From an optimization exercise on the open Yosys and OpenROAD flow, aimed at a short achievable clock period and few clock cycles; shortcuts taken in it are not production practice.
Function was checked by simulation only, so behaviour that the tests miss may differ from the original.
Power is estimated from default activity; no workload was simulated.

==> nickel: inputs <==
Design first_fit_heap_allocator, start of the top module:
module first_fit_heap_allocator #(
   parameter int HEAP_WORDS       = ffha_pkg::DEFAULT_HEAP_WORDS,
   parameter int INIT_BLOCK_WORDS = ffha_pkg::DEFAULT_INIT_BLOCK_WORDS
) (
   input  wire logic              clock,
   input  wire logic              reset,
   input  wire logic              req_valid,
   output      logic              req_ready,
   input  wire logic              req_opcode,
   input  wire logic [ffha_pkg::OFFW-1:0]   req_request_bytes,
   input  wire logic [ffha_pkg::OFFW-1:0]   req_release_offset,
   output      logic              rsp_valid,
   input  wire logic              rsp_ready,
   output      logic [ffha_pkg::OFFW-1:0]   rsp_payload_offset,
   output      logic [1:0]        rsp_status,
   input  wire logic              csr_valid,
   output      logic              csr_ready,
   input  wire logic              csr_split_enable
);
   localparam int N    = HEAP_WORDS;
   localparam int AW   = $clog2(HEAP_WORDS);
   localparam int NW   = ffha_pkg::NEED_W;        
   localparam int OW   = ffha_pkg::OFFW;
  ...
make LEC_CHECK=0 CAP_MARGIN=20 CORE_MARGIN=2 CORE_UTILIZATION=50 SETUP_SLACK_MARGIN=4.0 SLEW_MARGIN=20 TNS_END_PERCENT=5 finish   # period 7.0 ns
run.sh (not shown) runs the stock make flow with config.mk's settings and CLKGATE_MAP_FILE= SYNTH_SCRIPT=/design/flow/synth_recipe.tcl, a recipe that flattens the netlist after the stock synthesis.
==> fjord (differences from nickel) <==
--- a/flow/design.v
+++ b/flow/design.v
@@ -130,29 +130,43 @@
    output      logic [1:0]        rsp_status,
    input  wire logic              csr_valid,
    output      logic              csr_ready,
    input  wire logic              csr_split_enable
 );
    localparam int N    = HEAP_WORDS;
    localparam int AW   = $clog2(HEAP_WORDS);
+   localparam int SW   = AW;                      
    localparam int NW   = ffha_pkg::NEED_W;        
    localparam int OW   = ffha_pkg::OFFW;
-   localparam int GW   = OW + 2;                  
+   localparam int GW   = OW + 3;                  
    localparam int QD   = 5;                       
    localparam int CW   = 3;                       
    localparam int NSMALL_WORDS = ffha_pkg::INIT_SMALL_BLOCKS * INIT_BLOCK_WORDS;
-   logic [AW-1:0] off_ff  [0:N-1];
+   function automatic logic ge_f(input logic [NW:0] a, input logic [NW:0] b);
+      logic r;
+      r = 1'b1;
+      for (int k = 0; k <= NW; k++) begin
+         r = (a[k] & ~b[k]) | ((a[k] | ~b[k]) & r);
+      end
+      ge_f = r;
+   endfunction
+   logic [SW-1:0] off_ff  [0:N-1];
+   logic [SW-1:0] sz_ff   [0:N-1];
    logic [N-1:0]  free_ff;
    logic [N-1:0]  last_ff;
+   logic [N-1:0]  bf_ff;
    logic [N-1:0]  lf_ff;
    logic          r1_vld_ff;
    logic          r1_rel_ff;         
    logic          r1_se_ff;          
-   logic [OW-1:0] r1_bytes_ff;
-   logic [OW-1:0] r1_off_ff;         
+   logic [NW-1:0] r1_need_ff;        
+   logic [NW:0]   r1_n01_ff;         
+   logic [AW-1:0] r1_ow_ff;          
+   logic          r1_relok_ff;       
+   logic          r1_mis_ff;         
    logic          r2_vld_ff;
    logic          r2_rel_ff;
    logic          r2_se_ff;
    logic [NW-1:0] r2_need_ff;
    logic [NW-1:0] r2_needm1_ff;
    logic [1:0]    r2_relst_ff;       
    logic [N-1:0]  r2_relmask_ff;     
@@ -162,115 +176,94 @@
    logic          r3_found_ff;
    logic [N-1:0]  r3_hsel_ff;        
    logic          split_en_ff;
    logic [QD-1:0]    q_vld_ff;
    logic [OW+1:0]    q_dat_ff [0:QD-1];
    logic [CW-1:0]    cnt_ff;
    logic             req_ready_ff;
-   logic [GW-1:0] g2;                
-   logic [NW-1:0] need1;
-   logic [AW-1:0] rel_w;
-   logic          rel_mis;
-   logic          rel_zero;
    logic [N-1:0]  c1, c2, relmask_in;
-   logic [N-1:0]  ge_w;              
-   logic          w_hdr;             
-   logic [N-1:0]  rks [0:AW];        
    always_comb begin
-      g2       = GW'(r1_bytes_ff) + GW'({r2_need_ff, 3'b000});
-      need1    = NW'((GW'(r1_bytes_ff) + GW'(15)) >> 3);
-      rel_mis  = (r1_off_ff[2:0] != 3'd0);
-      rel_zero = (r1_off_ff[OW-1:3] == '0);
-      rel_w    = AW'(r1_off_ff[OW-1:3] - 7'd1);
-      w_hdr    = 1'b0;
       for (int j = 0; j < N; j++) begin
-         c1[j] = (GW'(r1_bytes_ff) <= GW'({off_ff[j], 3'b000})) &&
+         c1[j] = ge_f((NW+1)'(sz_ff[j]), (NW+1)'(r1_need_ff)) &&
                  !(j == N - 1 && off_ff[j] == '0);
-         c2[j] = (g2 <= GW'({off_ff[j], 3'b000})) &&
+         c2[j] = ge_f((NW+1)'(sz_ff[j]), r1_n01_ff) &&
                  !(j == N - 1 && NW'(off_ff[j]) == r2_need_ff);
-         ge_w[j] = (AW'(j) >= rel_w);
-         if (AW'(j) == rel_w && off_ff[j] == '0) w_hdr = 1'b1;
+         relmask_in[j] = r1_relok_ff &&
+                         ((AW+1)'(off_ff[j]) + (AW+1)'(r1_ow_ff) == (AW+1)'(j + 1));
       end
-      rks[0] = {last_ff[N-2:0] & ge_w[N-2:0], 1'b0};
-      for (int l = 0; l < AW; l++) begin
-         for (int j = 0; j < N; j++) begin
-            if (j >= (1 << l)) rks[l+1][j] = rks[l][j] | rks[l][j - (1 << l)];
-            else               rks[l+1][j] = rks[l][j];
-         end
-      end
-      relmask_in = ge_w & ~rks[AW] & {N{w_hdr}};
    end
    logic          do_alloc;
    logic          do_rel;
    logic [N-1:0]  pre;       
-   logic [N-1:0]  bfit;      
+   logic [N-1:0]  cand;      
    logic [N-1:0]  take;      
+   logic [N-1:0]  spl;       
    logic [N-1:0]  lo;        
-   logic [N-1:0]  eq;        
    logic [N-1:0]  rs_s;      
    logic [N-1:0]  hd;        
    logic          found;
-   logic [AW-1:0] off_s [0:N-1];
-   logic [N-1:0]  free_s, last_s, lf_s;
-   logic [N-1:0]  free_u, lf_u;
-   logic [AW-1:0] off_in [0:N-1];
-   logic [N-1:0]  free_in, last_in, lf_in;
+   logic [SW-1:0] off_s [0:N-1];
+   logic [SW-1:0] sz_s  [0:N-1];
+   logic [N-1:0]  free_s, last_s, bf_s, lf_s;
+   logic [N-1:0]  free_u, bf_u, lf_u;
+   logic [SW-1:0] off_in [0:N-1];
+   logic [SW-1:0] sz_in  [0:N-1];
+   logic [N-1:0]  free_in, last_in, bf_in, lf_in;
    logic [N-1:0]  ks [0:AW];
-   logic [N-1:0]  sg [0:AW];
-   logic [N-1:0]  sp [0:AW];
    always_comb begin
       do_alloc = r2_vld_ff && !r2_rel_ff;
       do_rel   = r2_vld_ff && r2_rel_ff;
       ks[0] = {lf_ff[N-2:0], 1'b0};
-      sg[0] = lf_ff;
-      sp[0] = ~last_ff;
       for (int l = 0; l < AW; l++) begin
          for (int j = 0; j < N; j++) begin
             if (j >= (1 << l)) ks[l+1][j] = ks[l][j] | ks[l][j - (1 << l)];
             else               ks[l+1][j] = ks[l][j];
-            if (j + (1 << l) < N) begin
-               sg[l+1][j] = sg[l][j] | (sp[l][j] & sg[l][j + (1 << l)]);
-               sp[l+1][j] = sp[l][j] & sp[l][j + (1 << l)];
-            end else begin
-               sg[l+1][j] = sg[l][j];
-               sp[l+1][j] = sp[l][j];
-            end
          end
       end
       pre   = ks[AW];
-      bfit  = sg[AW];
       found = pre[N-1] | lf_ff[N-1];
       for (int j = 0; j < N; j++) begin
-         take[j] = do_alloc && bfit[j] && !pre[j];
+         cand[j] = do_alloc && bf_ff[j];
+         take[j] = cand[j] && !pre[j];
          hd[j]   = (off_ff[j] == '0);
-         lo[j]   = (NW'(off_ff[j]) < r2_need_ff);
-         eq[j]   = (NW'(off_ff[j]) == r2_needm1_ff);
-         rs_s[j] = r2_se_ff && !lo[j];
+         spl[j]  = r2_se_ff && !ge_f((NW+1)'(r2_need_ff), (NW+1)'(sz_ff[j]));
+         lo[j]   = !ge_f((NW+1)'(off_ff[j]), (NW+1)'(r2_need_ff));
+         rs_s[j] = spl[j] && !lo[j];
+         free_s[j] = rs_s[j];
          if (rs_s[j]) begin
-            free_s[j] = 1'b1;
-            off_s[j]  = off_ff[j] - AW'(r2_need_ff);
+            sz_s[j]   = sz_ff[j] - SW'(r2_need_ff);
+            off_s[j]  = off_ff[j] - SW'(r2_need_ff);
             last_s[j] = last_ff[j];
-            lf_s[j]   = c2[j] && last_ff[j];
+         end else if (spl[j]) begin
+            sz_s[j]   = SW'(r2_need_ff);
+            off_s[j]  = off_ff[j];
+            last_s[j] = (NW'(off_ff[j]) == r2_needm1_ff);
          end else begin
-            free_s[j] = 1'b0;
+            sz_s[j]   = sz_ff[j];
             off_s[j]  = off_ff[j];
-            last_s[j] = last_ff[j] || (r2_se_ff && eq[j]);
-            lf_s[j]   = 1'b0;
+            last_s[j] = last_ff[j];
          end
+         bf_s[j] = rs_s[j] && c2[j];
+         lf_s[j] = bf_s[j] && last_s[j];
          free_u[j] = free_ff[j] || (do_rel && r2_relmask_ff[j]);
-         lf_u[j]   = c1[j] && free_u[j] && last_ff[j];
+         bf_u[j]   = c1[j] && free_u[j];
+         lf_u[j]   = bf_u[j] && last_ff[j];
          if (take[j]) begin
             off_in[j]  = off_s[j];
+            sz_in[j]   = sz_s[j];
             free_in[j] = free_s[j];
             last_in[j] = last_s[j];
+            bf_in[j]   = bf_s[j];
             lf_in[j]   = lf_s[j];
          end else begin
             off_in[j]  = off_ff[j];
+            sz_in[j]   = sz_ff[j];
             free_in[j] = free_u[j];
             last_in[j] = last_ff[j];
+            bf_in[j]   = bf_u[j];
             lf_in[j]   = lf_u[j];
          end
       end
    end
    logic [AW-1:0] hpos1;     
    logic          push;
    logic [OW+1:0] push_dat;
@@ -292,20 +285,24 @@
    end
    assign req_ready          = req_ready_ff;
    assign csr_ready          = 1'b1;
    assign rsp_valid          = q_vld_ff[0];
    assign rsp_payload_offset = q_dat_ff[0][OW+1:2];
    assign rsp_status         = q_dat_ff[0][1:0];
    logic          acc;
+   logic [OW:0]   req_sum;
+   logic [NW-1:0] req_need;
    logic [CW-1:0] cnt_in;
    logic [QD-1:0] q_vld_sh, q_vld_in;
    logic [OW+1:0] q_dat_sh [0:QD-1];
    logic [OW+1:0] q_dat_in [0:QD-1];
    always_comb begin
       acc    = req_valid && req_ready_ff;
+      req_sum  = (OW+1)'(req_request_bytes) + (OW+1)'(15);
+      req_need = NW'(req_sum[OW:3]);
       cnt_in = cnt_ff + CW'(acc) - CW'(pop);
       for (int k = 0; k < QD; k++) begin
          if (pop) begin
             q_vld_sh[k] = (k + 1 < QD) ? q_vld_ff[(k + 1) % QD] : 1'b0;
             q_dat_sh[k] = q_dat_ff[(k + 1) % QD];
          end else begin
             q_vld_sh[k] = q_vld_ff[k];
@@ -321,55 +318,63 @@
          end
       end
    end
    always_ff @(posedge clock) begin
       if (reset) begin
          for (int j = 0; j < N; j++) begin
             if (j < NSMALL_WORDS) begin
-               off_ff[j]  <= AW'(j % INIT_BLOCK_WORDS);
+               off_ff[j]  <= SW'(j % INIT_BLOCK_WORDS);
+               sz_ff[j]   <= SW'(INIT_BLOCK_WORDS);
                last_ff[j] <= (j % INIT_BLOCK_WORDS) == INIT_BLOCK_WORDS - 1;
             end else begin
-               off_ff[j]  <= AW'(j - NSMALL_WORDS);
+               off_ff[j]  <= SW'(j - NSMALL_WORDS);
+               sz_ff[j]   <= SW'(N - NSMALL_WORDS);
                last_ff[j] <= (j == N - 1);
             end
          end
          free_ff      <= '1;
+         bf_ff        <= '0;
          lf_ff        <= '0;
          r1_vld_ff    <= 1'b0;
          r2_vld_ff    <= 1'b0;
          r3_vld_ff    <= 1'b0;
          split_en_ff  <= 1'b1;
          q_vld_ff     <= '0;
          cnt_ff       <= '0;
          req_ready_ff <= 1'b1;
       end else begin
          for (int j = 0; j < N; j++) begin
             off_ff[j] <= off_in[j];
+            sz_ff[j]  <= sz_in[j];
          end
          free_ff <= free_in;
          last_ff <= last_in;
+         bf_ff   <= bf_in;
          lf_ff   <= lf_in;
          if (csr_valid) split_en_ff <= csr_split_enable;
          r1_vld_ff <= acc;
          r2_vld_ff <= r1_vld_ff;
          r3_vld_ff <= r2_vld_ff;
          q_vld_ff     <= q_vld_in;
          cnt_ff       <= cnt_in;
          req_ready_ff <= (cnt_in < CW'(QD));
       end
       r1_rel_ff   <= (req_opcode == ffha_pkg::OP_RELEASE);
       r1_se_ff    <= csr_valid ? csr_split_enable : split_en_ff;
-      r1_bytes_ff <= req_request_bytes;
-      r1_off_ff   <= req_release_offset;
+      r1_need_ff  <= req_need;
+      r1_n01_ff   <= (NW+1)'(req_need) + (NW+1)'(r1_need_ff);
+      r1_ow_ff    <= req_release_offset[OW-1:3];
+      r1_relok_ff <= (req_release_offset[2:0] == 3'd0) && (req_release_offset[OW-1:3] != '0);
+      r1_mis_ff   <= (req_release_offset[2:0] != 3'd0);
       r2_rel_ff     <= r1_rel_ff;
       r2_se_ff      <= r1_se_ff;
-      r2_need_ff    <= need1;
-      r2_needm1_ff  <= need1 - NW'(1);
-      r2_relst_ff   <= rel_mis ? ffha_pkg::STATUS_MISALIGNED : ffha_pkg::STATUS_OK;
-      r2_relmask_ff <= (rel_mis || rel_zero) ? '0 : relmask_in;
+      r2_need_ff    <= r1_need_ff;
+      r2_needm1_ff  <= r1_need_ff - NW'(1);
+      r2_relst_ff   <= r1_mis_ff ? ffha_pkg::STATUS_MISALIGNED : ffha_pkg::STATUS_OK;
+      r2_relmask_ff <= relmask_in;
       r3_rel_ff   <= r2_rel_ff;
       r3_relst_ff <= r2_relst_ff;
       r3_found_ff <= found;
       r3_hsel_ff  <= take & hd;
       for (int k = 0; k < QD; k++) q_dat_ff[k] <= q_dat_in[k];
    end
 endmodule
==> qor summary <==
| metric | nickel | fjord |
|---|---|---|
| Cell row count | 204 | 262 |
| Total number of tap cells | 4,120 | 6,732 |
| Result of the run | no timing/DRC/antenna violations | no timing/DRC/antenna violations |
| Setup slack after layout | 2070 ps | 3040 ps |
| Combinational power | 11,000 µW | 19,300 µW |
| CP Depth | 11 | 9 |
| Count of clock-net buffers in the final layout | 291 | 520 |
| Comb_multi_in | 15.40k | 24.65k |
| Insertion delay of the later-clocked pin in the worst-skew pair | 990 ps | 1050 ps |
| Internal power | 20,780 µW | 33,740 µW |
| Remaining max-slew budget at the tightest pin | 0.07793 | 0.2103 |
| Setup slack after placement | 792.4 ps | 1735 ps |
| Clock skew after layout | 87.48 ps | 51.64 ps |
| Dominant cell type by count on the critical path | a21oi_1 | maj3_1 |
| Routed wire length | 766.8 mm | 1185 mm |
| Peak supply drop | 0.3453 mV | 0.2149 mV |
| Standard cell with the maximum stage delay on the critical path | dfxtp_1 | dfxtp_4 |
| Number of sequential storage elements | 1,652 | 2,682 |
| Fraction of area in registers | 0.1909 | 0.1856 |
| Cell area power density | 184.9 nW/µm² | 188.4 nW/µm² |
| Post-synthesis cell area | 154,400 µm² | 254,700 µm² |
| Share of the synthesized area in the top cell type | 0.2190 | 0.2081 |
Testbench counts of nickel, summed over its fixed seeds: cycles 4,832.
Testbench counts of fjord, summed over its fixed seeds: cycles 4,832.

-- static timing again, ports no longer ideal --
The results above use ideal ports. As a check the final layouts listed here were re-extracted and re-timed, cells and wires unchanged. Step 1 sets driving cells, clkbuf_16 on the clock port and buf_2 on the other inputs (assumed; they add their load-dependent delay and slew). Step 2 also shifts input and output timing later by t, the mid clock arrival at the registers, as if the neighbouring blocks saw the same clock. Three values: no drivers, after step 1, after step 2; two values: the first two.
| run | t (ns) | setup WS [ns] | hold slack, ns | worst slew at a driven data input, ns | cell pins on the clock port's net |
|---|---|---|---|---|---|
| nickel | 1.061 | 2.070 / 2.070 / 2.070 | 0.329 / 0.329 / 0.329 | 0.14 | 1 |
| fjord | 1.168 | 3.040 / 3.040 / 2.476 | 0.327 / 0.327 / 0.327 | 0.08 | 1 |
After both steps setup and hold are still met in every run listed. The setup slack of fjord, which loses most, moves by 0.000 ns with the drivers and by -0.564 ns with both steps.
